Source: an optimization exercise on an open RTL-to-GDS flow (aim: small area and a short achievable clock period). Production flows keep margins and buffers that such runs may drop. At most, simulation tests tie the RTL to the original design; equivalence was not proved. For runs 1 to 4, only the layout was checked, not whether the RTL still works. No activity file was given, so power comes from the tool's default toggle rates.

[flow/config.mk]
export PLATFORM = sky130hd
export DESIGN_NAME = backend_top
export DESIGN_NICKNAME = backend_top
export VERILOG_FILES = /design/flow/design.v
export SDC_FILE = /design/flow/constraint.sdc
export NUM_CORES = 4
export LEC_CHECK = 0
export CAP_MARGIN = 30
export CORE_MARGIN = 2
export CORE_UTILIZATION = 50
export CTS_CLUSTER_DIAMETER = 120
export CTS_CLUSTER_SIZE = 30
export SETUP_SLACK_MARGIN = 3.5
export SLEW_MARGIN = 40
export SYNTH_HIERARCHICAL = 1
export SYNTH_MEMORY_MAX_BITS = 8192
export SYNTH_MINIMUM_KEEP_SIZE = 0
[flow/constraint.sdc]
create_clock -name core_clock -period 7.5 [get_ports {clk}]
set_input_delay 1.5000 -clock core_clock [delete_from_list [all_inputs] [get_ports {clk}]]
set_output_delay 1.5000 -clock core_clock [all_outputs]
set_load 0.01 [all_outputs]
[flow/design.v]
package backend_pkg;
    localparam int WORD_W = 16;
    localparam int REG_N  = 4;
    localparam int IMM_W  = 8;
    typedef logic [WORD_W-1:0]        word_t;
    typedef logic [$clog2(REG_N)-1:0] reg_idx_t;
    typedef enum logic [3:0] {
        ADD, SUB, AND, ORR, NOT, TCP, SHL, SHR,
        LHI, ADI, LWD, SWD, WWD, HLT
    } op_t;
    typedef struct packed {
        logic             valid;
        op_t              op;
        reg_idx_t         rs;
        reg_idx_t         rt;
        reg_idx_t         rd;
        logic [IMM_W-1:0] imm;
    } issue_t;
    typedef struct packed {
        word_t    alu_result;  
        word_t    r_data1;     
        word_t    r_data2;     
        reg_idx_t rd;
        logic     mem_read;
        logic     mem_write;
        logic     reg_write;
        logic     mem_to_reg;
        logic     is_wwd;
        logic     is_done;
    } ex_mem_t;
    typedef struct packed {
        word_t    wb_data;
        word_t    wwd_data;
        reg_idx_t rd;
        logic     reg_write;
        logic     is_wwd;
        logic     is_done;
    } mem_wb_t;
endpackage
module mem_lines (
    input  logic [15:0]  lo,
    input  logic [15:0]  rhi,
    input  logic [15:0]  whi,
    output logic [255:0] rd_line,
    output logic [255:0] wr_line
);
    for (genvar w = 0; w < 256; w++) begin : g_line
        assign rd_line[w] = lo[w % 16] & rhi[w / 16];
        assign wr_line[w] = lo[w % 16] & whi[w / 16];
    end
endmodule
module mem_bank (
    input  logic               clk,
    input  logic [15:0]        rd_line,
    input  logic [15:0]        wr_line,
    input  backend_pkg::word_t wr_data,
    output backend_pkg::word_t rd_data
);
    localparam int W = backend_pkg::WORD_W;
    logic [16*W-1:0] words;    
    always_ff @(posedge clk) begin
        for (int w = 0; w < 16; w++) begin
            if (wr_line[w]) begin
                words[W*w +: W] <= wr_data;
            end
        end
    end
    for (genvar i = 0; i < W; i++) begin : g_bit
        logic [5:0] grp_n;    
        for (genvar k = 0; k < 5; k++) begin : g_grp
            mem_aoi3 u_aoi3 (
                .a0 (rd_line[3*k]),   .b0 (words[W*(3*k)   + i]),
                .a1 (rd_line[3*k+1]), .b1 (words[W*(3*k+1) + i]),
                .a2 (rd_line[3*k+2]), .b2 (words[W*(3*k+2) + i]),
                .y  (grp_n[k])
            );
        end
        assign grp_n[5] = ~(rd_line[15] & words[W*15 + i]);
        assign rd_data[i] = ~&grp_n;
    end
endmodule
module mem_aoi3 (
    input  logic a0, b0,
    input  logic a1, b1,
    input  logic a2, b2,
    output logic y
);
    assign y = ~((a0 & b0) | (a1 & b1) | (a2 & b2));
endmodule
module cpu_backend (
    input  logic               clk,
    input  logic               rst,
    input  logic               issue_valid,
    input  logic [3:0]         issue_op,
    input  logic [1:0]         issue_rs,
    input  logic [1:0]         issue_rt,
    input  logic [1:0]         issue_rd,
    input  logic [7:0]         issue_imm,
    input  logic               flush,
    output logic               wwd_valid,
    output backend_pkg::word_t wwd_data,
    output logic               done
);
    localparam int W = backend_pkg::WORD_W;
    logic               ex_wr;       
    logic               ex_wwd;
    logic               ex_hlt;
    logic [1:0]         ex_rd;
    backend_pkg::word_t ex_res;      
    backend_pkg::word_t ex_b;        
    logic [15:0]        ex_lo;       
    logic [15:0]        ex_rhi;      
    logic [15:0]        ex_whi;      
    backend_pkg::word_t regs [0:backend_pkg::REG_N-1];
    backend_pkg::word_t mem_rd_data;
    backend_pkg::word_t mem_result;
    logic [255:0]       rd_line;
    logic [255:0]       wr_line;
    backend_pkg::word_t bank_rd [0:15];
    mem_lines u_mem_lines (
        .lo      (ex_lo),
        .rhi     (ex_rhi),
        .whi     (ex_whi),
        .rd_line (rd_line),
        .wr_line (wr_line)
    );
    for (genvar b = 0; b < 16; b++) begin : g_bank
        mem_bank u_bank (
            .clk     (clk),
            .rd_line (rd_line[16*b +: 16]),
            .wr_line (wr_line[16*b +: 16]),
            .wr_data (ex_b),
            .rd_data (bank_rd[b])
        );
    end
    always_comb begin
        mem_rd_data = '0;
        for (int b = 0; b < 16; b++) begin
            mem_rd_data = mem_rd_data | bank_rd[b];
        end
    end
    assign mem_result = mem_rd_data | ex_res;
    always_ff @(posedge clk) begin
        if (rst) begin
            for (int i = 0; i < backend_pkg::REG_N; i++) begin
                regs[i] <= '0;
            end
        end else if (ex_wr) begin
            regs[ex_rd] <= mem_result;
        end
    end
    logic accept;
    logic is_add, is_sub, is_and, is_orr, is_not, is_tcp, is_shl, is_shr, is_lhi, is_imm;
    logic is_ld, is_st, is_wr;
    always_comb begin
        accept = issue_valid & ~flush;
        is_add = (issue_op == 4'd0);
        is_sub = (issue_op == 4'd1);
        is_and = (issue_op == 4'd2);
        is_orr = (issue_op == 4'd3);
        is_not = (issue_op == 4'd4);
        is_tcp = (issue_op == 4'd5);
        is_shl = (issue_op == 4'd6);
        is_shr = (issue_op == 4'd7);
        is_lhi = (issue_op == 4'd8);
        is_imm = (issue_op == 4'd9) || (issue_op == 4'd10) || (issue_op == 4'd11);  
        is_ld  = (issue_op == 4'd10);
        is_st  = (issue_op == 4'd11);
        is_wr  = (issue_op <= 4'd10);
    end
    backend_pkg::word_t op_a;
    backend_pkg::word_t op_b;
    assign op_a = (ex_wr && ex_rd == issue_rs) ? mem_result : regs[issue_rs];
    assign op_b = (ex_wr && ex_rd == issue_rt) ? mem_result : regs[issue_rt];
    function automatic backend_pkg::word_t carries(input backend_pkg::word_t g, input backend_pkg::word_t p);
        backend_pkg::word_t gg;
        backend_pkg::word_t pp;
        gg = g;
        pp = p;
        for (int d = 1; d < 16; d = d * 2) begin
            for (int i = 15; i >= d; i--) begin
                gg[i] = gg[i] | (pp[i] & gg[i-d]);
                pp[i] = pp[i] & pp[i-d];
            end
        end
        carries = {gg[14:0], 1'b0};
    endfunction
    backend_pkg::word_t imm_sext;
    backend_pkg::word_t x, y, g, p, sum, result;
    assign imm_sext = {{8{issue_imm[7]}}, issue_imm};
    assign x = is_sub ? ~op_a : op_a;
    always_comb begin
        y = '0;
        if (is_add || is_sub) y = op_b;
        if (is_imm) y = imm_sext;
        if (is_tcp) y = 16'hffff;
    end
    assign p   = x ^ y;
    assign g   = x & y;
    assign sum = p ^ carries(g, p) ^ {W{is_sub | is_tcp}};
    always_comb begin
        if (is_add || is_sub || is_tcp || is_imm) result = sum;
        else if (is_and) result = op_a & op_b;
        else if (is_orr) result = op_a | op_b;
        else if (is_not) result = ~op_a;
        else if (is_shl) result = {op_a[14:0], 1'b0};
        else if (is_shr) result = {op_a[15], op_a[15:1]};
        else if (is_lhi) result = {issue_imm, 8'h00};
        else result = op_a;                       
    end
    function automatic logic [15:0] onehot4(input logic [3:0] v);
        onehot4 = 16'h0001 << v;
    endfunction
    always_ff @(posedge clk) begin
        if (rst) begin
            ex_wr  <= 1'b0;
            ex_wwd <= 1'b0;
            ex_hlt <= 1'b0;
            ex_whi <= '0;
        end else begin
            ex_wr  <= accept & is_wr;
            ex_wwd <= accept & (issue_op == 4'd12);
            ex_hlt <= accept & (issue_op == 4'd13);
            ex_whi <= (accept & is_st) ? onehot4(sum[7:4]) : 16'h0000;
        end
    end
    always_ff @(posedge clk) begin
        ex_rd  <= issue_rd;
        ex_res <= is_ld ? '0 : result;
        ex_b   <= op_b;
        ex_lo  <= onehot4(sum[3:0]);
        ex_rhi <= is_ld ? onehot4(sum[7:4]) : 16'h0000;
    end
    always_ff @(posedge clk) begin
        if (rst) begin
            wwd_valid <= 1'b0;
            done      <= 1'b0;
        end else begin
            wwd_valid <= ex_wwd;
            done      <= ex_hlt;
        end
    end
    always_ff @(posedge clk) begin
        wwd_data <= ex_res;    
    end
endmodule
module backend_top (
    input  logic        clk,
    input  logic        rst,           
    input  logic        issue_valid,
    input  logic [3:0]  issue_op,
    input  logic [1:0]  issue_rs,
    input  logic [1:0]  issue_rt,
    input  logic [1:0]  issue_rd,
    input  logic [7:0]  issue_imm,
    input  logic        flush,
    output logic        wwd_valid,
    output logic [15:0] wwd_data,
    output logic        done
);
    cpu_backend u_cpu_backend (
        .clk         (clk),
        .rst         (rst),
        .issue_valid (issue_valid),
        .issue_op    (issue_op),
        .issue_rs    (issue_rs),
        .issue_rt    (issue_rt),
        .issue_rd    (issue_rd),
        .issue_imm   (issue_imm),
        .flush       (flush),
        .wwd_valid   (wwd_valid),
        .wwd_data    (wwd_data),
        .done        (done)
    );
endmodule
[flow/flow/run.sh]
#!/bin/bash
# Layout: the standard flow (standard.sh) with two synthesis changes that
# leave the registers as the standard synthesis makes them:
# - Yosys does not extract full/half adder cells (ADDER_MAP_FILE empty). ABC
#   cannot see through those cells, so it maps the logic behind them as if it
#   were off the critical path.
# - The slow 4-input OR/NOR cells and the majority cell are added to the
#   platform's don't-use list (the list below is the platform's, then these).
# Each tool's output is in the ORFS logs under orfs/logs; make's own output is
# in flow_make.log.
set -euo pipefail
DONT_USE="sky130_fd_sc_hd__probe_p_8 sky130_fd_sc_hd__probec_p_8 sky130_fd_sc_hd__lpflow_bleeder_1 sky130_fd_sc_hd__lpflow_clkbufkapwr_1 sky130_fd_sc_hd__lpflow_clkbufkapwr_16 sky130_fd_sc_hd__lpflow_clkbufkapwr_2 sky130_fd_sc_hd__lpflow_clkbufkapwr_4 sky130_fd_sc_hd__lpflow_clkbufkapwr_8 sky130_fd_sc_hd__lpflow_clkinvkapwr_1 sky130_fd_sc_hd__lpflow_clkinvkapwr_16 sky130_fd_sc_hd__lpflow_clkinvkapwr_2 sky130_fd_sc_hd__lpflow_clkinvkapwr_4 sky130_fd_sc_hd__lpflow_clkinvkapwr_8 sky130_fd_sc_hd__lpflow_decapkapwr_12 sky130_fd_sc_hd__lpflow_decapkapwr_3 sky130_fd_sc_hd__lpflow_decapkapwr_4 sky130_fd_sc_hd__lpflow_decapkapwr_6 sky130_fd_sc_hd__lpflow_decapkapwr_8 sky130_fd_sc_hd__lpflow_inputiso0n_1 sky130_fd_sc_hd__lpflow_inputiso0p_1 sky130_fd_sc_hd__lpflow_inputiso1n_1 sky130_fd_sc_hd__lpflow_inputiso1p_1 sky130_fd_sc_hd__lpflow_inputisolatch_1 sky130_fd_sc_hd__lpflow_isobufsrc_1 sky130_fd_sc_hd__lpflow_isobufsrc_16 sky130_fd_sc_hd__lpflow_isobufsrc_2 sky130_fd_sc_hd__lpflow_isobufsrc_4 sky130_fd_sc_hd__lpflow_isobufsrc_8 sky130_fd_sc_hd__lpflow_isobufsrckapwr_16 sky130_fd_sc_hd__lpflow_lsbuf_lh_hl_isowell_tap_1 sky130_fd_sc_hd__lpflow_lsbuf_lh_hl_isowell_tap_2 sky130_fd_sc_hd__lpflow_lsbuf_lh_hl_isowell_tap_4 sky130_fd_sc_hd__lpflow_lsbuf_lh_isowell_4 sky130_fd_sc_hd__lpflow_lsbuf_lh_isowell_tap_1 sky130_fd_sc_hd__lpflow_lsbuf_lh_isowell_tap_2 sky130_fd_sc_hd__lpflow_lsbuf_lh_isowell_tap_4  sky130_fd_sc_hd__or4_1 sky130_fd_sc_hd__or4_2 sky130_fd_sc_hd__or4_4 sky130_fd_sc_hd__or4b_1 sky130_fd_sc_hd__or4b_2 sky130_fd_sc_hd__or4b_4 sky130_fd_sc_hd__or4bb_1 sky130_fd_sc_hd__or4bb_2 sky130_fd_sc_hd__or4bb_4 sky130_fd_sc_hd__nor4_1 sky130_fd_sc_hd__nor4_2 sky130_fd_sc_hd__nor4_4 sky130_fd_sc_hd__nor4b_1 sky130_fd_sc_hd__nor4b_2 sky130_fd_sc_hd__nor4b_4 sky130_fd_sc_hd__nor4bb_1 sky130_fd_sc_hd__nor4bb_2 sky130_fd_sc_hd__nor4bb_4 sky130_fd_sc_hd__maj3_1 sky130_fd_sc_hd__maj3_2 sky130_fd_sc_hd__maj3_4 "
bash standard.sh ADDER_MAP_FILE= "DONT_USE_CELLS=$DONT_USE" finish > flow_make.log 2>&1
[flow/standard.sh]
#!/bin/bash
# synth_recipe.tcl (not shown) runs the flow's synth.tcl, then flattens the netlist and writes it again
# the make line also repeats each setting of config.mk as NAME=value (left out here)
make -C /OpenROAD-flow-scripts/flow DESIGN_CONFIG=/design/flow/config.mk WORK_HOME=/design/flow/orfs CLKGATE_MAP_FILE= SYNTH_SCRIPT=/design/flow/synth_recipe.tcl "${@:-finish}"
==> results of run 1 <==
-- cells by family after synthesis --
group,after synthesis,synth area share (%)
flip-flops,4263,82.35
AND/OR/NAND/NOR,1818,6.488
multiplexers,39,0.5420
AO/OA/AOI/OAI,1522,9.367
buffers and inverters,174,0.9088
XOR/XNOR,57,0.3457
-- state kept, by name, summed over array words and instances (netlist names), 2 cells and up --
signal,cells
u_cpu_backend.ex_lo,16
u_cpu_backend.ex_rhi,16
u_cpu_backend.regs,64
u_cpu_backend.ex_whi,16
u_cpu_backend.ex_res,16
u_cpu_backend.g_bank.u_bank.words,4096
u_cpu_backend.ex_b,16
u_cpu_backend.ex_rd,2
u_cpu_backend.wwd_data,16
-- modules after synthesis (local to each module, per instance), a selection --
module | cell area [µm²] | cells inside
cpu_backend | 9714 | 1105
mem_bank | 7991 | 306
mem_lines | 3811 | 592
mem_aoi3 | 10.01 | 1
-- timing repair --
item,4_1_cts,5_1_grt
resized for setup,472,102
endpoints found under the setup margin,124,64
hold buffers,0,0
pin swaps,241,137
gates cloned,5,1
setup buffers,163,32
-- power groups by stage --
stage	Combinational [W]	Clock, W	Sequential, W
final	0.00242	0.0111	0.0268
after global routing	0.00250	0.0120	0.0268
after CTS	0.00229	0.0113	0.0268
after detailed placement	0.00174	0	0.0275
after global placement	0.00156	0	0.0275
after floorplan	0.000517	0	0.0275
-- stage by stage --
step,total power [W],setup slack (ns),instances,util (%),hold WS [ns]
2_1_floorplan,0.02802,3.509,7873,-,0.3317
3_3_place_gp,0.02910,0.6242,11930,51.99,0.4428
3_5_place_dp,0.02920,0.6242,11950,52.16,0.4308
4_1_cts,0.04037,2.525,12370,54.70,0.4671
5_1_grt,0.04128,2.381,12440,55.06,0.4595
6_report,0.04030,2.339,12470,55.09,0.4480
-- layout make-up --
class                   count  share of cell area, %
inverters                   8                0.01780
multi-input cells        3439                  16.36
clock inverters            12                0.09194
clock buffers             236                  2.630
well taps                4100                  3.040
repair buffers            368                  2.454
flip-flops and latches   4263                  75.34
diodes                     42                0.06228
-- synth_stat cells (17+ instances only) --
cell type	n
a21oi_1	62
a222oi_1	1280
and2_1	504
and3_1	262
buf_12	17
buf_2	47
buf_4	36
buf_6	37
clkbuf_1	24
dfxtp_1	103
edfxtp_1	4160
mux4_2	20
nand2_1	270
nand2_2	81
nand2b_1	18
nand3_1	27
nand4_1	272
nor2_1	291
nor3_1	21
o21ai_0	42
o21ai_1	18
or3_1	23
xnor2_1	51
-- path summary, 6_finish.rpt --
kind,startpoint,slack [ns],to
max,u_cpu_backend.ex_lo[0]$_SDFF_PP0_,2.34,u_cpu_backend.ex_rhi[7]$_SDFF_PN0_
min,u_cpu_backend.ex_res[9]$_SDFF_PP0_,0.45,u_cpu_backend.wwd_data[9]$_DFF_P_
max reg2reg,u_cpu_backend.ex_lo[0]$_SDFF_PP0_,2.34,u_cpu_backend.ex_rhi[7]$_SDFF_PN0_
min reg2reg,u_cpu_backend.ex_res[9]$_SDFF_PP0_,0.45,u_cpu_backend.wwd_data[9]$_DFF_P_
-- metal layers --
metal  vias to the layer above  wire (µm)  GRT usage, %
li1                      35210          -             -
met1                     44470     167100         37.80
met2                      5014     205100         41.85
met3                       530      39330         3.458
met4                         8      15530         9.228
met5                         -         56             0
==> impl_metrics.tcl, run 1 <==
set metrics [dict create \
    post_drt_wl_per_cell_um 34.26 \
    drt-initial-drc-count 17130 \
    cpLargestDelayFamily "simple AND/OR/NAND/NOR gates" \
    cp-start-kind "flip-flop" \
    ir_drop_mv 0.2115 \
    slew_viol_final 0 \
    insertion_delay_ns 0.93 \
    leakage_nw 51.06 \
    hold_viol 0 \
    final_common_cell "edfxtp_1" \
    grt_usage_pct 26.36 \
    min_path_type "flip-flop to flip-flop" \
    dieWidth_um 559.3 \
    cp-end-kind "flip-flop" \
    fin_skew_ns 0.09059 \
    mostFrequentLayoutCells "4,160 x edfxtp_1, 1,280 x a222oi_1, 272 x nand4_1, 263 x nand2_1, 241 x and3_1" \
    root_buffer "clkbuf_16" \
    synthArstFlopShare_pct 0 \
    synth.distinct_cells 81 \
    pwr-share-seq_pct 66.5 \
    h-tree-depth 4 \
    swShare_pct 21.98 \
    dp.final_hpwl_mm 251.5 \
    finalSetupViolCount 0 \
    p_comb_share_pct 6.0 \
    p_per_area_nw_per_um2 238.8 \
    ant_nets 0 \
    finalCritPeriodShare_pct 68.81 \
    reg2reg_depth 20 \
    dr.pass1.iters 10 \
    port_buffers 39 \
    slew_headroom_pct 37.04 \
    cp_num_cells 20 \
    crit_chain "buf_12, and2_4, a222oi_1, and3_1, nand4_1, nor2_4, nand4_1, nor3_4, buf_12, buf_8, o31ai_4, o21ai_2, o31ai_4, o2bb2ai_4, o311ai_4, and2_4, xnor2_4, nand3b_1, buf_6, nor2_4" \
    pin_count 40 \
    crit_required_ns 8.30 \
    overflow 0 \
    syn-num-nets 7895 \
    ys_seq_area_share_pct 82.35 \
    syn_avg_cell_area_um2 19.59 \
    fp.coreArea_um2 306300 \
    nNetsFinal 8267 \
    antenna_found_initial 30 \
    place_congestion 0.8718 \
    netlist_instances 7873 \
    synth-edff-count 4160 \
    crit_arrival_ns 5.96 \
    grt_pass1_vias 80150 \
    drc 0 \
    drive_above_1_share_pct 14.48 \
    register_area_um2 127100 \
    crit_slowest_cell "a222oi_1" \
    clkPwrFrac_pct 27.5 \
    synth_seq_cells 4263 \
    max_slew.worst_pin.slew_ns 0.9444 \
    synth_area_leaders "edfxtp_1 81%, a222oi_1 8.3%, and2_1 2.0%" \
    drt_wl_total_mm 427.1 \
    status "complete, no violations" \
    yosysWarnings 9 \
    cts.clk_slew.worst_paths_ns 0.12 \
    rows 203 \
    holdPathStages 0 \
    vias 85230 \
    cts_tree "done" \
    synth_top_area_share_pct 81.01 \
    dpl_cell_area_um2 159800 \
    grt_start_max_net_pins 145 \
    initial_utilization_pct 50.34 \
    fin_crit_ns 5.161 \
    num-fill-cells 23450 \
    yosysTopAreaCell "edfxtp_1" \
    max_stage_delay_ns 0.51 \
    synth_area_um2 154200 \
    cp.buffers_inverters 4 \
    fin_tns_setup_ns 0 \
    crit_fanout 8 \
    routed_via_density 6.836 \
    ys.flop_type "edfxtp_1" \
    final_area_um2 168700 \
    cts_buffers 165 \
    clockBufferDepth 4 \
    die-area_um2 312900 \
    clock-sinks 4263 \
    switching_power_w 0.008859 \
    cap_violations 0 \
    multi_input_area_um2 27610 \
    rsz0062_at_grt "yes" \
    internal-power_w 0.03144 \
    die_y_um 559.3 \
    critical_path_class "flip-flop to flip-flop" \
    area_growth_syn_to_layout_pct 9.432 \
    fmax_mhz 193.8 \
    grt_pass1_wl_mm 596.8 \
]
==> run 2: changes to the inputs <==
--- a/flow/design.v
+++ b/flow/design.v
@@ -66,26 +66,23 @@
         end
     end
     for (genvar i = 0; i < W; i++) begin : g_bit
-        logic [5:0] grp_n;    
-        for (genvar k = 0; k < 5; k++) begin : g_grp
-            mem_aoi3 u_aoi3 (
-                .a0 (rd_line[3*k]),   .b0 (words[W*(3*k)   + i]),
-                .a1 (rd_line[3*k+1]), .b1 (words[W*(3*k+1) + i]),
-                .a2 (rd_line[3*k+2]), .b2 (words[W*(3*k+2) + i]),
-                .y  (grp_n[k])
+        logic [7:0] pair_n;    
+        for (genvar k = 0; k < 8; k++) begin : g_pair
+            mem_aoi2 u_aoi2 (
+                .a0 (rd_line[2*k]),   .b0 (words[W*(2*k)   + i]),
+                .a1 (rd_line[2*k+1]), .b1 (words[W*(2*k+1) + i]),
+                .y  (pair_n[k])
             );
         end
-        assign grp_n[5] = ~(rd_line[15] & words[W*15 + i]);
-        assign rd_data[i] = ~&grp_n;
-    end
-endmodule
-module mem_aoi3 (
+        assign rd_data[i] = ~&pair_n;
+    end
+endmodule
+module mem_aoi2 (
     input  logic a0, b0,
     input  logic a1, b1,
-    input  logic a2, b2,
     output logic y
 );
-    assign y = ~((a0 & b0) | (a1 & b1) | (a2 & b2));
+    assign y = ~((a0 & b0) | (a1 & b1));
 endmodule
 module cpu_backend (
     input  logic               clk,
--- a/flow/flow/run.sh
+++ b/flow/flow/run.sh
@@ -6,8 +6,10 @@
 #   were off the critical path.
 # - The slow 4-input OR/NOR cells and the majority cell are added to the
 #   platform's don't-use list (the list below is the platform's, then these).
+# - ABC sizes its cells for a 1 fF load instead of 5 fF; the timing repair
+#   after placement sizes up the cells that need it.
 # Each tool's output is in the ORFS logs under orfs/logs; make's own output is
 # in flow_make.log.
 set -euo pipefail
 DONT_USE="sky130_fd_sc_hd__probe_p_8 sky130_fd_sc_hd__probec_p_8 sky130_fd_sc_hd__lpflow_bleeder_1 sky130_fd_sc_hd__lpflow_clkbufkapwr_1 sky130_fd_sc_hd__lpflow_clkbufkapwr_16 sky130_fd_sc_hd__lpflow_clkbufkapwr_2 sky130_fd_sc_hd__lpflow_clkbufkapwr_4 sky130_fd_sc_hd__lpflow_clkbufkapwr_8 sky130_fd_sc_hd__lpflow_clkinvkapwr_1 sky130_fd_sc_hd__lpflow_clkinvkapwr_16 sky130_fd_sc_hd__lpflow_clkinvkapwr_2 sky130_fd_sc_hd__lpflow_clkinvkapwr_4 sky130_fd_sc_hd__lpflow_clkinvkapwr_8 sky130_fd_sc_hd__lpflow_decapkapwr_12 sky130_fd_sc_hd__lpflow_decapkapwr_3 sky130_fd_sc_hd__lpflow_decapkapwr_4 sky130_fd_sc_hd__lpflow_decapkapwr_6 sky130_fd_sc_hd__lpflow_decapkapwr_8 sky130_fd_sc_hd__lpflow_inputiso0n_1 sky130_fd_sc_hd__lpflow_inputiso0p_1 sky130_fd_sc_hd__lpflow_inputiso1n_1 sky130_fd_sc_hd__lpflow_inputiso1p_1 sky130_fd_sc_hd__lpflow_inputisolatch_1 sky130_fd_sc_hd__lpflow_isobufsrc_1 sky130_fd_sc_hd__lpflow_isobufsrc_16 sky130_fd_sc_hd__lpflow_isobufsrc_2 sky130_fd_sc_hd__lpflow_isobufsrc_4 sky130_fd_sc_hd__lpflow_isobufsrc_8 sky130_fd_sc_hd__lpflow_isobufsrckapwr_16 sky130_fd_sc_hd__lpflow_lsbuf_lh_hl_isowell_tap_1 sky130_fd_sc_hd__lpflow_lsbuf_lh_hl_isowell_tap_2 sky130_fd_sc_hd__lpflow_lsbuf_lh_hl_isowell_tap_4 sky130_fd_sc_hd__lpflow_lsbuf_lh_isowell_4 sky130_fd_sc_hd__lpflow_lsbuf_lh_isowell_tap_1 sky130_fd_sc_hd__lpflow_lsbuf_lh_isowell_tap_2 sky130_fd_sc_hd__lpflow_lsbuf_lh_isowell_tap_4  sky130_fd_sc_hd__or4_1 sky130_fd_sc_hd__or4_2 sky130_fd_sc_hd__or4_4 sky130_fd_sc_hd__or4b_1 sky130_fd_sc_hd__or4b_2 sky130_fd_sc_hd__or4b_4 sky130_fd_sc_hd__or4bb_1 sky130_fd_sc_hd__or4bb_2 sky130_fd_sc_hd__or4bb_4 sky130_fd_sc_hd__nor4_1 sky130_fd_sc_hd__nor4_2 sky130_fd_sc_hd__nor4_4 sky130_fd_sc_hd__nor4b_1 sky130_fd_sc_hd__nor4b_2 sky130_fd_sc_hd__nor4b_4 sky130_fd_sc_hd__nor4bb_1 sky130_fd_sc_hd__nor4bb_2 sky130_fd_sc_hd__nor4bb_4 sky130_fd_sc_hd__maj3_1 sky130_fd_sc_hd__maj3_2 sky130_fd_sc_hd__maj3_4 "
-bash standard.sh ADDER_MAP_FILE= "DONT_USE_CELLS=$DONT_USE" finish > flow_make.log 2>&1
+bash standard.sh ADDER_MAP_FILE= ABC_LOAD_IN_FF=1 "DONT_USE_CELLS=$DONT_USE" finish > flow_make.log 2>&1
==> run 2 against run 1 <==
Effect of this change:
- count of clock-buffer cells in the layout decreased by 4
- sequential cell count unchanged
- design area rose by 3.0%
- setup slack better by 0.30 ns
- final cell count grew 8.3%
- synthesized area rose by 1.6%
- maximum frequency grew 6.2%
- hold slack gained 0.014 ns
- highest routed layer unchanged
- still clean
- routed wire length rose by 5.8%
- power grew 0.22%
==> impl_metrics.tcl, run 2 <==
set metrics [dict create \
    synth-edff-count 4160 \
    port_buffers 39 \
    grt_start_max_net_pins 171 \
    place_congestion 0.9564 \
    slew_viol_final 0 \
    die-area_um2 317900 \
    reg_top3 "u_cpu_backend.g_bank.u_bank.words x4096, u_cpu_backend.regs x64" \
    grt_usage_pct 27.64 \
    ant_nets 0 \
    dieWidth_um 563.8 \
    num-fill-cells 23860 \
    synth_top_area_share_pct 79.73 \
    r2r_slack_ns 2.64 \
    synth.distinct_cells 81 \
    r2r_start "u_cpu_backend.ex_lo[4]$_SDFF_PP0_" \
    largest_reg_flops 4096 \
    pin_count 40 \
    reg2reg_depth 19 \
    rows 205 \
    area_growth_syn_to_layout_pct 10.98 \
    finalSetupViolCount 0 \
    hp-start "u_cpu_backend.ex_wwd$_SDFF_PP0_" \
    nNetsFinal 9252 \
    synthArstFlopShare_pct 0 \
    p_per_area_nw_per_um2 232.2 \
    insertion_delay_ns 0.94 \
    drt_wl_total_mm 452.0 \
    leakage_nw 53.10 \
    synth_commonest_cells "4,160 x edfxtp_1, 2,049 x a22oi_1, 528 x nand4_1" \
    yosysWarnings 9 \
    largest_register "u_cpu_backend.g_bank.u_bank.words" \
    synth_seq_cells 4263 \
    critical_path_class "flip-flop to flip-flop" \
    fin_tns_setup_ns 0 \
    syn_avg_cell_area_um2 18.20 \
    slew_headroom_pct 39.84 \
    clockBufferDepth 4 \
    cap_violations 0 \
    fmax_mhz 205.8 \
    cts-hold-fix-buffers 0 \
    worstHoldEndpoint "u_cpu_backend.wwd_valid$_SDFF_PP0_" \
    drt-initial-drc-count 13240 \
    die_y_um 563.8 \
    dr.pass1.iters 8 \
    overflow 0 \
    status "complete, no violations" \
    timing.rr.end "u_cpu_backend.ex_res[15]$_SDFF_PP0_" \
    register_area_um2 127100 \
    drc 0 \
    synth_area_um2 156700 \
    initial_utilization_pct 50.24 \
    crit_required_ns 8.28 \
    clock-sinks 4263 \
    mostFrequentLayoutCells "4,160 x edfxtp_1, 1,960 x a22oi_1, 528 x nand4_1, 403 x buf_4, 207 x nor2_1" \
    hold_viol 0 \
    ir_drop_mv 0.2137 \
    ys.flop_type "edfxtp_1" \
    root_buffer "clkbuf_16" \
    crit_arrival_ns 5.64 \
    crit_fanout 12 \
    h-tree-depth 4 \
    cp-start-kind "flip-flop" \
    yosysTopAreaCell "edfxtp_1" \
    cts.clk_slew.worst_paths_ns 0.12 \
    holdPathStages 1 \
    vias 88800 \
    cp-end-kind "flip-flop" \
    fp.coreArea_um2 311900 \
    synth_area_leaders "edfxtp_1 80%, a22oi_1 9.8%, nand4_1 2.1%" \
    fin_hold_ws_ns 0.4624 \
    dp.final_hpwl_mm 270.6 \
    fin_crit_ns 4.860 \
    netlist_instances 8609 \
    finalCritPeriodShare_pct 64.80 \
    grt_pass1_vias 83650 \
    synth_most_common_cell "edfxtp_1" \
    antenna_found_initial 52 \
    cts_buffers 165 \
    grt_pass1_wl_mm 625.4 \
    rsz0062_at_grt "yes" \
    max_slew.worst_pin.slew_ns 0.9019 \
    drive_above_1_share_pct 14.96 \
    final_common_cell "edfxtp_1" \
    fin_skew_ns 0.07468 \
    post_drt_wl_per_cell_um 33.49 \
    routed_via_density 6.578 \
    syn-num-nets 8631 \
    cts_tree "done" \
    multi_input_area_um2 30950 \
    ys_seq_area_share_pct 81.04 \
    min_path_type "flip-flop to flip-flop" \
]
-- run 2: cell count changes after synthesis, moves of 15 or more --
cell,before,now
a22oi_1,1,2049
a222oi_1,1280,0
and2_0,0,496
and2_1,504,8
and3_1,262,6
nand4_1,272,528
or2_0,0,256
nand2_1,270,94
nand2_2,81,0
buf_12,17,1
buf_6,37,22
-- run 2: layer usage --
metal | vias up | part of all wire, % | track usage (%)
met5 | - | 0.020 | 0
met4 | 14 | 3.6 | 9.158
met3 | 648 | 9.0 | 4.525
met2 | 4472 | 47 | 43.48
met1 | 46490 | 40 | 39.60
li1 | 37170 | - | -
-- run 2: critical path: stages (launching register included) --
cell,delay [ns]
dfxtp_4,0.40
buf_12,0.13
buf_12,0.13
and2_4,0.16
buf_4,0.20
a22oi_1,0.22
nand4_1,0.30
or2_0,0.35
nor2_2,0.19
nand4_1,0.45
nor3_4,0.34
o21ai_1,0.17
a21o_1,0.31
xnor2_2,0.28
nand3_1,0.18
o31ai_4,0.14
and3_1,0.25
a21oi_4,0.08
o311ai_1,0.26
o211ai_1,0.13
-- run 2: cell families after synthesis --
group / Yosys count / synth area share [%]
AOI/OAI and AO/OA: 2290 / 10.85
xor gates and xnor gates: 57 / 0.3402
buffers and inverters: 142 / 0.5790
DFF: 4263 / 81.04
muxes: 39 / 0.5239
and+or+nand+nor: 1818 / 6.668
-- run 2: timing repair --
action,in CTS,in global routing
setup buffers,153,39
setup endpoints to repair,117,64
gates cloned,3,6
gates resized for setup,576,263
hold endpoints to repair,0,0
pin swaps,106,131
-- run 2: worst max path at each step --
stage / slack (ns) / cells past startpoint / start / to
after floorplan: 3.50 / 13 / issue_rt[0] / u_cpu_backend.ex_whi[6]$_SDFF_PP0_
after global placement: 1.11 / 16 / u_cpu_backend.ex_lo[13]$_SDFF_PN0_ / u_cpu_backend.ex_rhi[10]$_SDFF_PN0_
after detailed placement: 1.18 / 13 / issue_rs[1] / u_cpu_backend.ex_rhi[10]$_SDFF_PN0_
after CTS: 2.79 / 19 / u_cpu_backend.ex_lo[14]$_SDFF_PN0_ / u_cpu_backend.ex_whi[1]$_SDFF_PP0_
after global routing: 2.60 / 18 / u_cpu_backend.ex_lo[14]$_SDFF_PN0_ / u_cpu_backend.ex_res[15]$_SDFF_PP0_
final: 2.64 / 19 / u_cpu_backend.ex_lo[4]$_SDFF_PP0_ / u_cpu_backend.ex_res[15]$_SDFF_PP0_
-- run 2: cell type report --
cell class	count	area share, %
multi-input cells	4207	17.80
repair buffers	585	3.384
diodes	55	0.07915
well taps	4140	2.979
clock inverters	9	0.06332
inverters	8	0.01727
flip-flops and latches	4263	73.11
clock buffers	232	2.568
-- run 2: where the power goes --
part           switching [W]  internal, W
clock                0.00686      0.00424
sequential          0.000279       0.0265
combinational        0.00179     0.000692
-- run 2: through the flow --
stage          power [W]  area [µm²]  instances  utilization (%)  setup WS (ns)
2_1_floorplan    0.02802      156700       8609                -          3.501
3_3_place_gp     0.02907      164000      12970            52.58          1.112
3_5_place_dp     0.02917      164500      12990            52.75          1.185
4_1_cts          0.04035      172200      13390            55.20          2.785
5_1_grt          0.04136      173800      13450            55.71          2.602
6_report         0.04038      173900      13500            55.75          2.640
-- run 2: per-module statistics from Yosys, one instance, submodules excluded, a selection --
module	cells inside	times used
cpu_backend	1105	1
mem_aoi2	1	2048
mem_bank	304	16
mem_lines	592	1
==> run 3: changes to the inputs <==
--- a/flow/config.mk
+++ b/flow/config.mk
@@ -8,8 +8,8 @@
 export CAP_MARGIN = 30
 export CORE_MARGIN = 2
 export CORE_UTILIZATION = 50
-export CTS_CLUSTER_DIAMETER = 120
-export CTS_CLUSTER_SIZE = 30
+export CTS_CLUSTER_DIAMETER = 110
+export CTS_CLUSTER_SIZE = 26
 export SETUP_SLACK_MARGIN = 3.5
 export SLEW_MARGIN = 40
 export SYNTH_HIERARCHICAL = 1
==> run 3 against run 2 <==
Effect of this change:
- maximum frequency is 2.1% higher
- combinational power about the same
- critical path depth fell by 1
- clock skew decreased by 0.012 ns
- first-iteration DRC count increased by 3.3%
- die area unchanged
- routed wire length up 0.35%
- global-route usage rose by 0.11 points
- via count up 0.23%
- count of clock-buffer cells in the layout rose by 34
- sequential share of layout area is 0.66 points lower
- largest cell class unchanged
==> impl_metrics.tcl, run 3 <==
set metrics [dict create \
    max_slew.worst_pin.slew_ns 0.8901 \
    die_y_um 563.8 \
    grt_pass1_wl_mm 627.8 \
    crit_slowest_cell "nand4_1" \
    max_stage_delay_ns 0.55 \
    synth_area_leaders "edfxtp_1 80%, a22oi_1 9.8%, nand4_1 2.1%" \
    root_buffer "clkbuf_16" \
    drc 0 \
    vias 89000 \
    dp.final_hpwl_mm 270.6 \
    p_per_area_nw_per_um2 234.4 \
    synth-edff-count 4160 \
    grt_start_max_net_pins 171 \
    post_drt_wl_per_cell_um 33.44 \
    synth_top_area_share_pct 79.73 \
    nNetsFinal 9307 \
    dpl_cell_area_um2 164500 \
    ys.flop_type "edfxtp_1" \
    ir_drop_mv 0.2505 \
    clockBufferDepth 4 \
    area_growth_syn_to_layout_pct 12.00 \
    cts_buffers 187 \
    synth.distinct_cells 81 \
    crit_chain "buf_12, and2_4, buf_6, buf_4, a22oi_1, nand4_1, or2_0, nor2_4, nand4_1, nor3_4, o21ai_0, nand2_1, nand2_1, and2_1, a311o_1, a21oi_4, o31a_1, o211ai_1" \
    grt_pass1_vias 83770 \
    crit_fanout 5 \
    largest_register "u_cpu_backend.g_bank.u_bank.words" \
    slew_headroom_pct 40.03 \
    fin_skew_ns 0.06313 \
    synth_fa_ha_area_share_pct 0 \
    status "complete, no violations" \
    crit_arrival_ns 5.56 \
    fmax_mhz 210.0 \
    ys_seq_area_share_pct 81.04 \
    rsz0062_at_grt "yes" \
    final_common_cell "edfxtp_1" \
    insertion_delay_ns 0.94 \
    overflow 0 \
    synth_seq_cells 4263 \
    rows 205 \
    drt_wl_total_mm 453.6 \
    mostFrequentLayoutCells "4,160 x edfxtp_1, 1,914 x a22oi_1, 528 x nand4_1, 403 x buf_4, 194 x nor2_1" \
    finalCritPeriodShare_pct 63.48 \
    yosysTopAreaCell "edfxtp_1" \
    fin_crit_ns 4.761 \
    place_congestion 0.9564 \
    initial_utilization_pct 50.24 \
    slew_viol_final 0 \
    synth-simple-area-share_pct 6.668 \
    final_area_um2 175500 \
    routed_via_density 6.561 \
    synth_most_common_cell "edfxtp_1" \
    drive_above_1_share_pct 16.47 \
    synth_commonest_cells "4,160 x edfxtp_1, 2,049 x a22oi_1, 528 x nand4_1" \
    grt_usage_pct 27.75 \
    clock-sinks 4263 \
    num-fill-cells 23710 \
    syn-num-nets 8631 \
    synthArstFlopShare_pct 0 \
    cts_tree "done" \
    largest_reg_flops 4096 \
    port_buffers 39 \
    muxShareOfSynthArea_pct 0.5239 \
    reg_top3 "u_cpu_backend.g_bank.u_bank.words x4096, u_cpu_backend.regs x64" \
    netlist_instances 8609 \
    synth_area_um2 156700 \
    synth_top_family_by_area "compound AO/OA/AOI/OAI gates" \
    fp.coreArea_um2 311900 \
    synth_compound_area_share_pct 10.85 \
    finalSetupViolCount 0 \
    ant_nets 0 \
    die-area_um2 317900 \
    crit_required_ns 8.30 \
    synthXorXnorAreaFrac_pct 0.3402 \
    drt-initial-drc-count 13680 \
    h-tree-depth 4 \
    cp-end-kind "flip-flop" \
    dr.pass1.iters 6 \
    cts.clk_slew.worst_paths_ns 0.11 \
    pin_count 40 \
    cp-start-kind "flip-flop" \
    cap_violations 0 \
    antenna_found_initial 45 \
    yosysWarnings 9 \
    dieWidth_um 563.8 \
    critical_path_class "flip-flop to flip-flop" \
    leakage_nw 53.87 \
    r2r_slack_ns 2.74 \
    fin_tns_setup_ns 0 \
    syn_avg_cell_area_um2 18.20 \
    hold_viol 0 \
    min_path_type "flip-flop to flip-flop" \
]
[run 3: layout make-up]
type,count,area [µm²],area share [%]
Tap cell,4140,5180,2.952
Clock inverter,13,183.9,0.1048
Multi-Input combinational cell,4205,31400,17.89
Timing Repair Buffer,620,6364,3.626
Clock buffer,266,5061,2.884
Antenna cell,50,125.1,0.07130
Sequential cell,4263,127100,72.45
Inverter,8,30.03,0.01711
[run 3: through the flow]
stage | hold slack (ns) | instances | worst slack, ns | power (W) | utilization [%]
6_report | 0.4611 | 13570 | 2.739 | 0.04114 | 56.26
5_1_grt | 0.4859 | 13520 | 2.715 | 0.04216 | 56.22
4_1_cts | 0.4680 | 13420 | 2.831 | 0.04109 | 55.51
3_5_place_dp | 0.4368 | 12990 | 1.185 | 0.02917 | 52.75
3_3_place_gp | 0.4413 | 12970 | 1.112 | 0.02907 | 52.58
2_1_floorplan | 0.3317 | 8609 | 3.501 | 0.02802 | -
[run 3: kinds of logic (layout without fill, tap and decap cells)]
kind of cell | after synthesis | after routing
simple gates | 1818 | 1819
buf+inv | 142 | 907
other cells | 0 | 50
xor+xnor | 57 | 57
mux | 39 | 39
flops | 4263 | 4263
compound gates | 2290 | 2290
[run 3: timing repair]
action | CTS | global route
gates cloned | 3 | 8
endpoints found under the setup margin | 116 | 64
hold buffers | 0 | 0
buffers inserted | 140 | 82
gates resized for setup | 684 | 368
hold endpoints to repair | 0 | 0
pin swaps | 119 | 141
[run 3: worst max-delay path: cells and delay by family, from the launching register on]
family          cells  cell delay [ns]
simple gates        9             2.46
compound gates      6             1.31
buf+inv             3             0.43
flops               1             0.38
[run 3: power breakdown]
part / switching, W / internal [W] / total, W
clock: 0.00705 / 0.00477 / 0.0118
sequential: 0.000282 / 0.0265 / 0.0268
combinational: 0.00180 / 0.000708 / 0.00250
total: 0.00913 / 0.0320 / 0.0411
[run 3: path summary, 6_finish.rpt]
check,startpoint,endpoint,cells after the start
max,u_cpu_backend.ex_lo[2]$_SDFF_PP0_,u_cpu_backend.ex_res[15]$_SDFF_PP0_,18
min,u_cpu_backend.ex_wwd$_SDFF_PP0_,u_cpu_backend.wwd_valid$_SDFF_PP0_,1
max reg2reg,u_cpu_backend.ex_lo[2]$_SDFF_PP0_,u_cpu_backend.ex_res[15]$_SDFF_PP0_,18
min reg2reg,u_cpu_backend.ex_wwd$_SDFF_PP0_,u_cpu_backend.wwd_valid$_SDFF_PP0_,1
[run 3: routing by layer]
layer / track usage (%) / vias up / wire, µm
li1: - / 37250 / -
met1: 39.95 / 46660 / 184000
met2: 43.75 / 4497 / 213800
met3: 4.456 / 584 / 41110
met4: 8.641 / 4 / 14710
met5: 0 / - / 27
[run 3: per-module statistics from Yosys (local to each module, per instance), excerpt]
module       flops+latches  copies in the design
cpu_backend            167                     1
mem_lines                0                     1
mem_bank               256                    16
mem_aoi2                 0                  2048
==> run 4: changes to the inputs <==
--- a/flow/flow/run.sh
+++ b/flow/flow/run.sh
@@ -8,8 +8,10 @@
 #   platform's don't-use list (the list below is the platform's, then these).
 # - ABC sizes its cells for a 1 fF load instead of 5 fF; the timing repair
 #   after placement sizes up the cells that need it.
+# - Timing repair may resize a cell to any drive strength, not only to cells
+#   of the same footprint (the platform sets MATCH_CELL_FOOTPRINT=1).
 # Each tool's output is in the ORFS logs under orfs/logs; make's own output is
 # in flow_make.log.
 set -euo pipefail
 DONT_USE="sky130_fd_sc_hd__probe_p_8 sky130_fd_sc_hd__probec_p_8 sky130_fd_sc_hd__lpflow_bleeder_1 sky130_fd_sc_hd__lpflow_clkbufkapwr_1 sky130_fd_sc_hd__lpflow_clkbufkapwr_16 sky130_fd_sc_hd__lpflow_clkbufkapwr_2 sky130_fd_sc_hd__lpflow_clkbufkapwr_4 sky130_fd_sc_hd__lpflow_clkbufkapwr_8 sky130_fd_sc_hd__lpflow_clkinvkapwr_1 sky130_fd_sc_hd__lpflow_clkinvkapwr_16 sky130_fd_sc_hd__lpflow_clkinvkapwr_2 sky130_fd_sc_hd__lpflow_clkinvkapwr_4 sky130_fd_sc_hd__lpflow_clkinvkapwr_8 sky130_fd_sc_hd__lpflow_decapkapwr_12 sky130_fd_sc_hd__lpflow_decapkapwr_3 sky130_fd_sc_hd__lpflow_decapkapwr_4 sky130_fd_sc_hd__lpflow_decapkapwr_6 sky130_fd_sc_hd__lpflow_decapkapwr_8 sky130_fd_sc_hd__lpflow_inputiso0n_1 sky130_fd_sc_hd__lpflow_inputiso0p_1 sky130_fd_sc_hd__lpflow_inputiso1n_1 sky130_fd_sc_hd__lpflow_inputiso1p_1 sky130_fd_sc_hd__lpflow_inputisolatch_1 sky130_fd_sc_hd__lpflow_isobufsrc_1 sky130_fd_sc_hd__lpflow_isobufsrc_16 sky130_fd_sc_hd__lpflow_isobufsrc_2 sky130_fd_sc_hd__lpflow_isobufsrc_4 sky130_fd_sc_hd__lpflow_isobufsrc_8 sky130_fd_sc_hd__lpflow_isobufsrckapwr_16 sky130_fd_sc_hd__lpflow_lsbuf_lh_hl_isowell_tap_1 sky130_fd_sc_hd__lpflow_lsbuf_lh_hl_isowell_tap_2 sky130_fd_sc_hd__lpflow_lsbuf_lh_hl_isowell_tap_4 sky130_fd_sc_hd__lpflow_lsbuf_lh_isowell_4 sky130_fd_sc_hd__lpflow_lsbuf_lh_isowell_tap_1 sky130_fd_sc_hd__lpflow_lsbuf_lh_isowell_tap_2 sky130_fd_sc_hd__lpflow_lsbuf_lh_isowell_tap_4  sky130_fd_sc_hd__or4_1 sky130_fd_sc_hd__or4_2 sky130_fd_sc_hd__or4_4 sky130_fd_sc_hd__or4b_1 sky130_fd_sc_hd__or4b_2 sky130_fd_sc_hd__or4b_4 sky130_fd_sc_hd__or4bb_1 sky130_fd_sc_hd__or4bb_2 sky130_fd_sc_hd__or4bb_4 sky130_fd_sc_hd__nor4_1 sky130_fd_sc_hd__nor4_2 sky130_fd_sc_hd__nor4_4 sky130_fd_sc_hd__nor4b_1 sky130_fd_sc_hd__nor4b_2 sky130_fd_sc_hd__nor4b_4 sky130_fd_sc_hd__nor4bb_1 sky130_fd_sc_hd__nor4bb_2 sky130_fd_sc_hd__nor4bb_4 sky130_fd_sc_hd__maj3_1 sky130_fd_sc_hd__maj3_2 sky130_fd_sc_hd__maj3_4 "
-bash standard.sh ADDER_MAP_FILE= ABC_LOAD_IN_FF=1 "DONT_USE_CELLS=$DONT_USE" finish > flow_make.log 2>&1
+bash standard.sh ADDER_MAP_FILE= MATCH_CELL_FOOTPRINT=0 ABC_LOAD_IN_FF=1 "DONT_USE_CELLS=$DONT_USE" finish > flow_make.log 2>&1
--- a/flow/config.mk
+++ b/flow/config.mk
@@ -8,8 +8,8 @@
 export CAP_MARGIN = 30
 export CORE_MARGIN = 2
 export CORE_UTILIZATION = 50
-export CTS_CLUSTER_DIAMETER = 110
-export CTS_CLUSTER_SIZE = 26
+export CTS_CLUSTER_DIAMETER = 120
+export CTS_CLUSTER_SIZE = 30
 export SETUP_SLACK_MARGIN = 3.5
 export SLEW_MARGIN = 40
 export SYNTH_HIERARCHICAL = 1
==> run 4 against run 3 <==
Effect of this change:
- highest routed layer unchanged
- sequential cell count did not move
- maximum frequency fell by 3.4%
- combinational power fell by 3%
- setup slack got worse by 0.17 ns
- design area fell by 1.2%
- die area did not move
- utilization fell by 0.65 points
==> impl_metrics.tcl, run 4 <==
set metrics [dict create \
    status "complete, no violations" \
    finalSetupViolCount 0 \
    max_slew.worst_pin.slew_ns 0.8880 \
    dp.final_hpwl_mm 270.6 \
    ir_drop_mv 0.2137 \
    ys.flop_type "edfxtp_1" \
    routed_via_density 6.568 \
    swShare_pct 22.05 \
    cts_buffers 165 \
    hold_viol 0 \
    largest_register "u_cpu_backend.g_bank.u_bank.words" \
    pwr-share-seq_pct 66.5 \
    synthArstFlopShare_pct 0 \
    overflow 0 \
    yosysTopAreaCell "edfxtp_1" \
    synth_top_area_share_pct 79.73 \
    root_buffer "clkbuf_16" \
    crit_fanout 9 \
    crit_arrival_ns 5.77 \
    initial_utilization_pct 50.24 \
    grt_usage_pct 27.64 \
    fp.coreArea_um2 311900 \
    crit_required_ns 8.34 \
    num-fill-cells 23900 \
    insertion_delay_ns 0.94 \
    area_growth_syn_to_layout_pct 10.71 \
    cap_violations 0 \
    ys_seq_area_share_pct 81.04 \
    dieWidth_um 563.8 \
    final_common_cell "edfxtp_1" \
    clkPwrFrac_pct 27.5 \
    ant_nets 0 \
    drt_wl_total_mm 449.3 \
    h-tree-depth 4 \
    mostFrequentLayoutCells "4,160 x edfxtp_1, 1,980 x a22oi_1, 528 x nand4_1, 387 x buf_4, 204 x nor2_1" \
    grt_pass1_wl_mm 625.5 \
    nNetsFinal 9227 \
    cp-start-kind "flip-flop" \
    pin_count 40 \
    synth_seq_cells 4263 \
    power_w 0.04033 \
    die_y_um 563.8 \
    p_comb_share_pct 6.0 \
    finalCritPeriodShare_pct 65.74 \
    min_path_type "flip-flop to flip-flop" \
    place_congestion 0.9564 \
    leakage_nw 52.97 \
    syn-num-nets 8631 \
    grt_pass1_vias 83650 \
    fin_skew_ns 0.07753 \
    antenna_found_initial 52 \
    synth-edff-count 4160 \
    fmax_mhz 202.8 \
    internal-power_w 0.03144 \
    synth_commonest_cells "4,160 x edfxtp_1, 2,049 x a22oi_1, 528 x nand4_1" \
    port_buffers 39 \
    p_per_area_nw_per_um2 232.5 \
    post_drt_wl_per_cell_um 33.36 \
    r2r_slack_ns 2.57 \
    largest_reg_flops 4096 \
    fin_tns_setup_ns 0 \
    netlist_instances 8609 \
    dr.pass1.iters 6 \
    synth_area_leaders "edfxtp_1 80%, a22oi_1 9.8%, nand4_1 2.1%" \
    synth_most_common_cell "edfxtp_1" \
    fin_crit_ns 4.930 \
    slew_viol_final 0 \
    rows 205 \
    slew_headroom_pct 40.80 \
    critical_path_class "flip-flop to flip-flop" \
    reg_top3 "u_cpu_backend.g_bank.u_bank.words x4096, u_cpu_backend.regs x64" \
    drt-initial-drc-count 13200 \
    vias 88460 \
    switching_power_w 0.008893 \
    synth_area_um2 156700 \
    clockBufferDepth 4 \
    synth.distinct_cells 81 \
    drc 0 \
    grt_start_max_net_pins 171 \
    rsz0062_at_grt "yes" \
    die-area_um2 317900 \
    cts.clk_slew.worst_paths_ns 0.12 \
    clock-sinks 4263 \
    cts_tree "done" \
    syn_avg_cell_area_um2 18.20 \
    yosysWarnings 9 \
    cp-end-kind "flip-flop" \
    drive_above_1_share_pct 14.54 \
]
## run 4: cell families (layout without fill, tap and decap cells)
| group | after synthesis | count (layout) | synth area share [%] |
|---|---|---|---|
| flops | 4263 | 4263 | 81.04 |
| compound gates | 2290 | 2290 | 10.85 |
| simple gates | 1818 | 1818 | 6.668 |
| buf+inv | 142 | 812 | 0.5790 |
| xor+xnor | 57 | 57 | 0.3402 |
| mux | 39 | 39 | 0.5239 |
| other cells | 0 | 48 | 0 |
## run 4: critical path, stage by stage, from the launching register on
cell and delay (ns):
dfxtp_4 0.46, buf_12 0.20, and2_2 0.26, buf_4 0.21, a22oi_1 0.21, nand4_1 0.30
or2_1 0.44, nor2_1 0.17, nand3_2 0.10, o31a_1 0.37, or3_4 0.37, a32oi_2 0.20
o21ai_2 0.12, o2bb2ai_4 0.26, o311ai_4 0.14, and2_4 0.21, xnor2_4 0.17, nand3b_1 0.34
nor2_4 0.26
## run 4: repair_timing
action | CTS | global route
cloned | 3 | 2
gates resized for setup | 577 | 235
hold buffers | 0 | 0
pin swaps | 106 | 95
setup buffers | 153 | 17
setup endpoints to repair | 117 | 64
endpoints found under the hold margin | 0 | 0
## run 4: cell type report
class                           count  area [µm²]  share of cell area [%]
Antenna cell                       48       120.1                 0.06925
Clock buffer                      232        4466                   2.574
Clock inverter                      9       110.1                 0.06348
Inverter                            8       30.03                 0.01731
Multi-Input combinational cell   4204       30790                   17.75
Sequential cell                  4263      127100                   73.29
Tap cell                         4140        5180                   2.986
Timing Repair Buffer              563        5632                   3.247
## run 4: per-layer routing
metal,GRT usage [%],vias to the layer above,part of all wire [%]
met2,43.52,4385,47
met4,9.079,6,3.5
met3,4.483,604,9.0
met1,39.63,46330,40
met5,0,-,0.010
li1,-,37130,-
## run 4: path summary, 6_finish.rpt
check	from	to	cells past startpoint
worst max register to register	u_cpu_backend.ex_lo[14]$_SDFF_PN0_	u_cpu_backend.ex_rhi[5]$_SDFF_PN0_	18
worst min-delay path	u_cpu_backend.ex_wwd$_SDFF_PP0_	u_cpu_backend.wwd_valid$_SDFF_PP0_	1
worst max-delay path	u_cpu_backend.ex_lo[14]$_SDFF_PN0_	u_cpu_backend.ex_rhi[5]$_SDFF_PN0_	18
worst min register to register	u_cpu_backend.ex_wwd$_SDFF_PP0_	u_cpu_backend.wwd_valid$_SDFF_PP0_	1
## run 4: modules after synthesis (local to each module, per instance), a selection
module | cells | cell area (µm²)
cpu_backend | 1105 | 9694
mem_bank | 304 | 7988
mem_lines | 592 | 3811
mem_aoi2 | 1 | 7.507
## run 4: through the flow
step	hold WS [ns]	utilization, %	cell area [µm²]	setup WS, ns	cells
floorplan	0.3317	-	156700	3.501	8609
global placement	0.4413	52.58	164000	1.112	12970
detailed placement	0.4368	52.75	164500	1.185	12990
CTS	0.4701	55.20	172200	2.785	13390
global route	0.4880	55.58	173400	2.594	13420
finish	0.4625	55.61	173500	2.570	13470
## run 4: power by group through the flow
stage                     clock, W  combinational [W]  sequential, W
after floorplan                  0           0.000520         0.0275
after global placement           0            0.00148         0.0276
after detailed placement         0            0.00168         0.0275
after CTS                   0.0113            0.00229         0.0268
after global routing        0.0120            0.00250         0.0268
final                       0.0111            0.00243         0.0268
==> run 5: changes to the inputs <==
--- a/flow/design.v
+++ b/flow/design.v
@@ -54,7 +54,7 @@
     input  logic [15:0]        rd_line,
     input  logic [15:0]        wr_line,
     input  backend_pkg::word_t wr_data,
-    output backend_pkg::word_t rd_data
+    output backend_pkg::word_t rd_data_n    
 );
     localparam int W = backend_pkg::WORD_W;
     logic [16*W-1:0] words;    
@@ -74,7 +74,7 @@
                 .y  (pair_n[k])
             );
         end
-        assign rd_data[i] = ~&pair_n;
+        assign rd_data_n[i] = &pair_n;
     end
 endmodule
 module mem_aoi2 (
@@ -113,7 +113,7 @@
     backend_pkg::word_t mem_result;
     logic [255:0]       rd_line;
     logic [255:0]       wr_line;
-    backend_pkg::word_t bank_rd [0:15];
+    backend_pkg::word_t bank_rd_n [0:15];    
     mem_lines u_mem_lines (
         .lo      (ex_lo),
         .rhi     (ex_rhi),
@@ -127,14 +127,15 @@
             .rd_line (rd_line[16*b +: 16]),
             .wr_line (wr_line[16*b +: 16]),
             .wr_data (ex_b),
-            .rd_data (bank_rd[b])
+            .rd_data_n (bank_rd_n[b])
         );
     end
     always_comb begin
-        mem_rd_data = '0;
+        mem_rd_data = '1;
         for (int b = 0; b < 16; b++) begin
-            mem_rd_data = mem_rd_data | bank_rd[b];
-        end
+            mem_rd_data = mem_rd_data & bank_rd_n[b];
+        end
+        mem_rd_data = ~mem_rd_data;
     end
     assign mem_result = mem_rd_data | ex_res;
     always_ff @(posedge clk) begin
--- a/flow/config.mk
+++ b/flow/config.mk
@@ -8,8 +8,8 @@
 export CAP_MARGIN = 30
 export CORE_MARGIN = 2
 export CORE_UTILIZATION = 50
-export CTS_CLUSTER_DIAMETER = 120
-export CTS_CLUSTER_SIZE = 30
+export CTS_CLUSTER_DIAMETER = 110
+export CTS_CLUSTER_SIZE = 26
 export SETUP_SLACK_MARGIN = 3.5
 export SLEW_MARGIN = 40
 export SYNTH_HIERARCHICAL = 1
==> run 5 against run 4 <==
Effect of this change:
- still clean on timing, DRC and antenna
- setup slack improved by 0.26 ns
- final cell count increased by 0.14%
- routed wire length increased by 0.40%
- sequential cell count is the same
- count of clock-buffer cells in the layout up 9
- combinational power rose by 8.6%
- sequential share of layout area fell by 0.61 points
- via count grew 0.61%
- register-to-register slack gained 0.26 ns
- clock power grew 5%
- largest power group unchanged
- highest routed layer unchanged
==> impl_metrics.tcl, run 5 <==
set metrics [dict create \
    cap_violations 0 \
    r2r_slack_ns 2.83 \
    clkPwrFrac_pct 28.5 \
    largest_reg_flops 4096 \
    cts_tree "done" \
    synth_seq_cells 4263 \
    syn-num-nets 8638 \
    ant_nets 0 \
    synthArstFlopShare_pct 0 \
    reg_top3 "u_cpu_backend.g_bank.u_bank.words x4096, u_cpu_backend.regs x64" \
    dr.pass1.iters 6 \
    die_y_um 563.5 \
    port_buffers 39 \
    insertion_delay_ns 0.94 \
    cp-start-kind "flip-flop" \
    ir_drop_mv 0.2141 \
    clockBufferDepth 4 \
    finalNonFillerCells 13490 \
    min_path_type "flip-flop to flip-flop" \
    area_growth_syn_to_layout_pct 11.74 \
    internal-power_w 0.03207 \
    ys.flop_type "edfxtp_1" \
    fin_crit_ns 4.674 \
    ys_seq_area_share_pct 81.12 \
    nNetsFinal 9270 \
    post_drt_wl_per_cell_um 33.45 \
    drt-initial-drc-count 12890 \
    grt_pass1_wl_mm 630.1 \
    finalCritPeriodShare_pct 62.33 \
    drc 0 \
    hold_viol 0 \
    final_common_cell "edfxtp_1" \
    clock-sinks 4263 \
    fin_tns_setup_ns 0 \
    rows 205 \
    overflow 0 \
    synth_most_common_cell "edfxtp_1" \
    mostFrequentLayoutCells "4,160 x edfxtp_1, 1,917 x a22oi_1, 536 x nand4_1, 389 x buf_4, 293 x nor2_1" \
    synth_area_leaders "edfxtp_1 80%, a22oi_1 9.8%, nand4_1 2.1%" \
    cts.clk_slew.worst_paths_ns 0.10 \
    crit_arrival_ns 5.52 \
    switching_power_w 0.009117 \
    yosysTopAreaCell "edfxtp_1" \
    drive_above_1_share_pct 16.55 \
    place_congestion 0.9018 \
    yosysWarnings 9 \
    cts_buffers 188 \
    critical_path_class "flip-flop to flip-flop" \
    pwr-share-seq_pct 65.1 \
    leakage_nw 53.24 \
    routed_via_density 6.599 \
    synth.distinct_cells 90 \
    swShare_pct 22.14 \
    vias 89000 \
    initial_utilization_pct 50.23 \
    slew_headroom_pct 37.84 \
    die-area_um2 317500 \
    fin_skew_ns 0.07228 \
    synth_top_area_share_pct 79.81 \
    fp.coreArea_um2 311600 \
    startpoint "u_cpu_backend.ex_lo[1]$_SDFF_PP0_" \
    largest_register "u_cpu_backend.g_bank.u_bank.words" \
    fmax_mhz 213.9 \
    syn_avg_cell_area_um2 18.17 \
    synth_area_um2 156500 \
    finalSetupViolCount 0 \
    slew_viol_final 0 \
    antenna_found_initial 50 \
    reg2reg_depth 17 \
    synth_commonest_cells "4,160 x edfxtp_1, 2,052 x a22oi_1, 536 x nand4_1" \
    rsz0062_at_grt "yes" \
    cp-end-kind "flip-flop" \
    pin_count 40 \
    crit_fanout 16 \
    dieWidth_um 563.5 \
    synth-edff-count 4160 \
    r2r_start "u_cpu_backend.ex_lo[1]$_SDFF_PP0_" \
    hp-start "u_cpu_backend.ex_res[8]$_SDFF_PP0_" \
    crit_required_ns 8.34 \
    timing.rr.end "u_cpu_backend.ex_res[10]$_SDFF_PP0_" \
    grt_usage_pct 27.80 \
    status "complete, no violations" \
    crit_end "u_cpu_backend.ex_res[10]$_SDFF_PP0_" \
    dp.final_hpwl_mm 273.7 \
    grt_start_max_net_pins 173 \
    place_inst 12960 \
    netlist_instances 8616 \
    p_per_area_nw_per_um2 235.5 \
    drt_wl_total_mm 451.1 \
    root_buffer "clkbuf_16" \
    p_comb_share_pct 6.4 \
    max_slew.worst_pin.slew_ns 0.9324 \
    grt_pass1_vias 84270 \
    num-fill-cells 23690 \
    h-tree-depth 4 \
]
==> run 5: changes by cell type after synthesis, moves of 9 or more <==
cell,change
xnor2_1,-9
o21ai_0,+12
o221ai_1,+10
nand2_1,-9
nand4b_1,+15
and4_1,+19
nand3_1,+21
or3_1,-18
nor2_1,+140
or2_0,-256
clkbuf_1,+11
==> run 5: worst max-delay path, cell delays in order (launching register included) <==
cell and delay [ns]:
dfxtp_4 0.46, buf_12 0.19, and2_4 0.22, a22oi_1 0.23
nand4_1 0.25, nor2_2 0.26, nand4_1 0.31, or2_4 0.41
o31a_1 0.26, o221ai_2 0.28, nor2_2 0.08, o211a_1 0.26
o2111ai_4 0.35, a22oi_2 0.13, o41a_1 0.43, buf_4 0.18
xnor2_2 0.12, o21ai_1 0.12
==> run 5: cell type report <==
class / instances / area, µm² / share of cell area, %
Antenna cell: 34 / 85.08 / 0.04865
Clock buffer: 241 / 4967 / 2.840
Timing Repair Buffer: 587 / 5822 / 3.329
Tap cell: 4140 / 5180 / 2.962
Sequential cell: 4263 / 127100 / 72.69
Multi-Input combinational cell: 4200 / 31480 / 18.00
Inverter: 8 / 30.03 / 0.01717
Clock inverter: 13 / 210.2 / 0.1202
==> run 5: worst min-delay path by stage <==
stage                                          to  slack [ns]  cells after the start
6_report        u_cpu_backend.wwd_data[8]$_DFF_P_        0.42                      0
5_1_grt         u_cpu_backend.wwd_data[9]$_DFF_P_        0.42                      0
3_5_place_dp    u_cpu_backend.wwd_data[8]$_DFF_P_        0.43                      0
2_1_floorplan   u_cpu_backend.wwd_data[0]$_DFF_P_        0.32                      0
3_3_place_gp   u_cpu_backend.wwd_valid$_SDFF_PP0_        0.42                      1
4_1_cts         u_cpu_backend.wwd_data[8]$_DFF_P_        0.42                      0
==> run 5: layer usage <==
metal	vias to the layer above	part of all wire (%)	GRT usage, %
met2	4502	47	43.62
met3	640	9.2	5.376
li1	37380	-	-
met1	46460	40	39.48
met4	22	3.6	8.937
met5	-	0.034	0
==> run 5: cell families (layout without fill, tap and decap cells) <==
logic type      count (synthesis)  after routing  share of synthesized area, %
buf+inv                       155            849                        0.6227
compound gates               2353           2353                         11.18
other cells                     0             34                             0
flops                        4263           4263                         81.12
simple gates                 1750           1750                         6.242
mux                            37             37                        0.4860
xor+xnor                       58             60                        0.3485
==> run 5: through the flow <==
stage          util, %  power, W  hold slack (ns)  worst slack [ns]  instance area, µm²
2_1_floorplan        -   0.02810           0.3224             3.341              156600
3_3_place_gp     52.53   0.02920           0.4222             1.327              163700
3_5_place_dp     52.63   0.02928           0.4304             1.530              164000
4_1_cts          55.69   0.04121           0.4242             3.046              173500
5_1_grt          56.11   0.04220           0.4248             2.790              174900
6_report         56.12   0.04118           0.4223             2.826              174900
==> run 5: modules after synthesis (local to each module, per instance), a selection <==
module	flip-flops and latches	cells
mem_aoi2	0	1
mem_lines	0	592
cpu_backend	167	1112
mem_bank	256	304
==> run 5: power groups by stage <==
stage	logic (W)	clock network, W	registers (W)
after floorplan	0.000590	0	0.0275
after global placement	0.00164	0	0.0276
after detailed placement	0.00177	0	0.0275
after CTS	0.00244	0.0119	0.0268
after global routing	0.00273	0.0127	0.0268
final	0.00264	0.0117	0.0268
==> run 5: what timing repair did <==
action                                  4_1_cts  5_1_grt
endpoints found under the setup margin      113       64
pin swaps                                   216       82
resized for setup                           813      144
gates cloned                                 10        0
hold buffers                                  0        0
buffers inserted                            182       28

[afterwards: timing with drivers on the ports]
No port has a modelled driver above. Below, the same layouts with a new extraction and two added sets of constraints. Step 1 (the two cells are an assumption about what drives the block):
set clk [get_ports {clk}]
set_driving_cell -lib_cell sky130_fd_sc_hd__clkbuf_16 $clk
set_driving_cell -lib_cell sky130_fd_sc_hd__buf_2 [delete_from_list [all_inputs] $clk]
Step 2 adds t to the input delays and takes it off the output delays; t is the mean of the earliest and latest rising clock arrival at the registers after step 1. Input paths then give back, and output paths get back, about the clock's delay inside the block. Three values: ideal ports, drivers, drivers and shift; two values: the first two.
run	t, ns	slack for setup (ns)	worst slew at a driven data input, ns	pins driven straight from the clock port
run 1	0.980	2.339 / 2.339 / 1.645	0.06	1
run 2	0.998	2.640 / 2.640 / 1.720	0.12	1
run 3	1.009	2.739 / 2.739 / 1.849	0.13	1
run 4	0.999	2.570 / 2.570 / 1.664	0.12	1
run 5	1.005	2.826 / 2.822 / 1.817	0.24	1
After both steps setup and hold are still met in every run listed. The setup slack of run 5, which loses most, moves by -0.004 ns with the drivers and by -1.009 ns with both steps.
